Source: an optimization exercise on an open RTL-to-GDS flow (aim: small area). Production flows keep margins and buffers that such runs may drop. The RTL was checked by simulation tests, not by an equivalence proof against the original design. Power and IR drop assume default switching activity.

== trial 92 ==
==> flow/design.v <==
module snn_input_mem #(
  parameter int WIDTH_PKT  = 32,
  parameter int WIDTH_DATA = 13,
  parameter int WIDTH_FW   = 7,
  parameter int DEPTH_F    = 5,
  parameter int DEPTH_I    = 25
) (
  input  logic                  clk,
  input  logic                  rst_n,
  input  logic                  filt_wr_valid,
  output logic                  filt_wr_ready,
  input  logic [4:0]            filt_wr_addr,
  input  logic [WIDTH_FW-1:0]   filt_wr_data,
  input  logic                  ifm_wr_valid,
  output logic                  ifm_wr_ready,
  input  logic [9:0]            ifm_wr_addr,
  input  logic                  ifm_wr_data,
  output logic                  filt_pkt_valid,
  input  logic                  filt_pkt_ready,
  output logic [WIDTH_PKT-1:0]  filt_pkt_data,
  output logic                  ifm_pkt_valid,
  input  logic                  ifm_pkt_ready,
  output logic [WIDTH_PKT-1:0]  ifm_pkt_data,
  output logic                  filt_state,
  output logic                  ifm_state
);
  localparam int NF = DEPTH_F * DEPTH_F;    
  localparam int NI = DEPTH_I * DEPTH_I;    
  localparam int NB = (NI + 31) / 32;       
  localparam logic [4:0] WC_LAST = 5'b10100;
  localparam logic [9:0] PC_LAST = 10'b0100111101;
  logic alive;
  always_ff @(posedge clk or negedge rst_n) begin
    if (!rst_n) alive <= 1'b0;
    else        alive <= 1'b1;
  end
  logic                filt_st;             
  logic [4:0]          wcnt;                
  logic [2:0]          frow, fcol;          
  logic [NF*WIDTH_FW-1:0] fmem;             
  logic                filt_we, filt_last_wr, filt_pkt_fire, filt_last_pkt;
  assign filt_we       = filt_wr_valid && !filt_st && alive && (filt_wr_addr < 5'(NF));
  assign filt_last_wr  = (wcnt == WC_LAST);
  assign filt_pkt_fire = filt_st && filt_pkt_ready;
  assign filt_last_pkt = (frow == 3'(DEPTH_F - 1)) && (fcol == 3'(DEPTH_F - 1));
  always_ff @(posedge clk or negedge rst_n) begin
    if (!rst_n) begin
      filt_st   <= 1'b0;
      wcnt      <= '0;
      frow      <= '0;
      fcol      <= '0;
    end else begin
      if (filt_we) begin
        wcnt <= filt_last_wr ? 5'd0 : {wcnt[3:0], ~(wcnt[4] ^ wcnt[2])};
        if (filt_last_wr) filt_st <= 1'b1;
      end
      if (filt_pkt_fire) begin
        if (fcol == 3'(DEPTH_F - 1)) begin
          fcol <= '0;
          frow <= filt_last_pkt ? 3'd0 : frow + 3'd1;
        end else begin
          fcol <= fcol + 3'd1;
        end
        if (filt_last_pkt) filt_st <= 1'b0;
      end
    end
  end
  logic [NF-1:0]       esel_n;
  logic [WIDTH_FW-1:0] fd1_n, fd0_n;
  always_comb begin
    for (int e = 0; e < NF; e++) esel_n[e] = alive && (filt_wr_addr != 5'(e));
    for (int b = 0; b < WIDTH_FW; b++) begin
      fd1_n[b] = !(filt_we &&  filt_wr_data[b]);
      fd0_n[b] = !(!alive || (filt_we && !filt_wr_data[b]));
    end
  end
  logic [NF*WIDTH_FW-1:0] fmem_d;
  always_comb begin
    for (int e = 0; e < NF; e++)
      for (int b = 0; b < WIDTH_FW; b++)
        fmem_d[e*WIDTH_FW+b] = !((esel_n[e] || fd1_n[b]) &&
                                 !((esel_n[e] || fd0_n[b]) && fmem[e*WIDTH_FW+b]));
  end
  always_ff @(posedge clk) fmem <= fmem_d;
  logic [NF-1:0]       fsel;
  logic [WIDTH_FW-1:0] filt_w;
  always_comb begin
    for (int r = 0; r < DEPTH_F; r++)
      for (int c = 0; c < DEPTH_F; c++)
        fsel[r*DEPTH_F+c] = filt_st && frow == 3'(r) && fcol == 3'(c);
    for (int b = 0; b < WIDTH_FW; b++) begin
      logic [NF-1:0] col;
      for (int e = 0; e < NF; e++) col[e] = fmem[e*WIDTH_FW+b];
      filt_w[b] = |(fsel & col);
    end
  end
  assign filt_wr_ready  = !filt_st && alive;
  assign filt_pkt_valid = filt_st;
  assign filt_pkt_data  = {2'b00, frow, fcol, {(WIDTH_PKT - 8 - WIDTH_FW){1'b0}}, filt_w};
  assign filt_state     = filt_st;
  logic          ifm_st;
  logic [9:0]    pcnt;                      
  logic [4:0]    irow;
  logic [NI-1:0] imem;
  logic          ifm_we, ifm_last_wr, ifm_pkt_fire, ifm_last_pkt;
  assign ifm_we       = ifm_wr_valid && !ifm_st && alive && (ifm_wr_addr < 10'(NI));
  assign ifm_last_wr  = (pcnt == PC_LAST);
  assign ifm_pkt_fire = ifm_st && ifm_pkt_ready;
  assign ifm_last_pkt = (irow == 5'(DEPTH_I - 1));
  always_ff @(posedge clk or negedge rst_n) begin
    if (!rst_n) begin
      ifm_st   <= 1'b0;
      pcnt     <= '0;
      irow     <= '0;
    end else begin
      if (ifm_we) begin
        pcnt <= ifm_last_wr ? 10'd0 : {pcnt[8:0], ~(pcnt[9] ^ pcnt[6])};
        if (ifm_last_wr) ifm_st <= 1'b1;
      end
      if (ifm_pkt_fire) begin
        irow <= ifm_last_pkt ? 5'd0 : irow + 5'd1;
        if (ifm_last_pkt) ifm_st <= 1'b0;
      end
    end
  end
  logic [NB-1:0] blk1_n, blk0_n;
  logic [31:0]   bsel_n;
  always_comb begin
    for (int k = 0; k < NB; k++) begin
      blk1_n[k] = !(ifm_we && ifm_wr_addr[9:5] == 5'(k) &&  ifm_wr_data);
      blk0_n[k] = !(!alive || (ifm_we && ifm_wr_addr[9:5] == 5'(k) && !ifm_wr_data));
    end
    for (int j = 0; j < 32; j++) bsel_n[j] = alive && (ifm_wr_addr[4:0] != 5'(j));
  end
  logic [NI-1:0] imem_d;
  always_comb begin
    for (int a = 0; a < NI; a++)
      imem_d[a] = !((bsel_n[a%32] || blk1_n[a/32]) &&
                    !((bsel_n[a%32] || blk0_n[a/32]) && imem[a]));
  end
  always_ff @(posedge clk) imem <= imem_d;
  logic [DEPTH_I-1:0] rsel;
  logic [DEPTH_I-1:0] ifm_bits;
  always_comb begin
    for (int r = 0; r < DEPTH_I; r++) rsel[r] = ifm_st && irow == 5'(r);
    for (int c = 0; c < DEPTH_I; c++) begin
      logic [DEPTH_I-1:0] col;
      for (int r = 0; r < DEPTH_I; r++) col[r] = imem[r*DEPTH_I+c];
      ifm_bits[c] = |(rsel & col);
    end
  end
  assign ifm_wr_ready  = !ifm_st && alive;
  assign ifm_pkt_valid = ifm_st;
  assign ifm_pkt_data  = {1'b0, ifm_st, irow, ifm_bits};
  assign ifm_state     = ifm_st;
endmodule
export LEC_CHECK = 0
export CAP_MARGIN = 20
export CORE_MARGIN = 2
export CORE_UTILIZATION = 55
export SLEW_MARGIN = 20
create_clock -name core_clock -period 12.0 [get_ports {clk}]
standard.sh (not shown) runs the stock make flow with config.mk's settings and CLKGATE_MAP_FILE= SYNTH_SCRIPT=/design/flow/synth_recipe.tcl, a recipe that flattens the netlist after the stock synthesis.
==> flow/flow/run.sh <==
#!/bin/bash
# Own flow: the standard layout, except that synthesis maps the logic with
# an area-oriented ABC script (flow/area.abc) instead of ORFS's speed script.
# Registers, their names and cell types are those of the standard synthesis:
# only the abc call's -script argument is replaced. Ports are buffered with
# the smallest buffer (buf_1) rather than the one buffer_ports picks. The
# clock tree uses clkbuf_4/clkbuf_8 in clusters of at most 16 sinks, without
# dummy loads.
set -euo pipefail
W=$PWD
cat > "$W/own_synth.tcl" <<EOF
proc abc {args} {
  set i [lsearch -exact \$args -script]
  if {\$i >= 0} { lset args [expr {\$i + 1}] {$W/flow/area.abc} }
  set j [lsearch -exact \$args -D]
  if {\$j >= 0} { set args [lreplace \$args \$j [expr {\$j + 1}]] }
  yosys abc {*}\$args
}
source {$W/synth_recipe.tcl}
EOF
make -C "$FLOW_HOME" DESIGN_CONFIG="$W/config.mk" WORK_HOME="$W/orfs" CLKGATE_MAP_FILE= \
  SYNTH_SCRIPT="$W/own_synth.tcl" \
  BUFFER_PORTS_ARGS="-buffer_cell sky130_fd_sc_hd__buf_1" \
  CTS_ARGS="-sink_clustering_enable -repair_clock_nets -dont_use_dummy_load -buf_list {sky130_fd_sc_hd__clkbuf_4 sky130_fd_sc_hd__clkbuf_8} -sink_clustering_size 16 -sink_clustering_max_diameter 50" \
  finish > "$W/make_finish.log" 2>&1
R=$W/orfs/results/$FLOW_PLATFORM/snn_input_mem/base
: # left out here: write the final layout as DEF
==> flow/flow/area.abc <==
strash
dch -f
amap
&get -n
&st
&dch -f
&nf -R 1000
&put
Input-level comparison between build 78 and trial 92:
Settings: changing CORE_UTILIZATION from 55 to 62.
--- outcome ---
Per the comparison of build 78 with trial 92, number of vias in the routed layout picked up an extra about 2%, design area lost 0.70%, static leakage lost about 0.8%, multi-input gate count neither gained nor lost much.

-- what the ideal ports hide --
Ports are ideal in the flow. The routed layouts listed here were re-timed in OpenROAD. Step 1 (the two cells are an assumption about what drives the block):
set clk [get_ports {clk}]
set_driving_cell -lib_cell sky130_fd_sc_hd__clkbuf_16 $clk
set_driving_cell -lib_cell sky130_fd_sc_hd__buf_2 [delete_from_list [all_inputs] $clk]
Step 2 moves the port delays by t, midway between the first and last clock arrival at a register: inputs arrive t later, outputs are due t later. That takes back most of the time a late clock gives input paths. a / b / c = ideal / step 1 / step 2; a / b = the first two.
| run | t (ns) | setup slack, ns | latest minus earliest clock arrival (ns) |
|---|---|---|---|
| trial 92 | 0.768 | 5.373 / 5.310 / 6.077 | 0.072 / 0.071 |
| build 78 | 0.720 | 5.302 / 5.241 / 5.961 | 0.108 / 0.108 |
After both steps setup and hold are still met in every run listed.
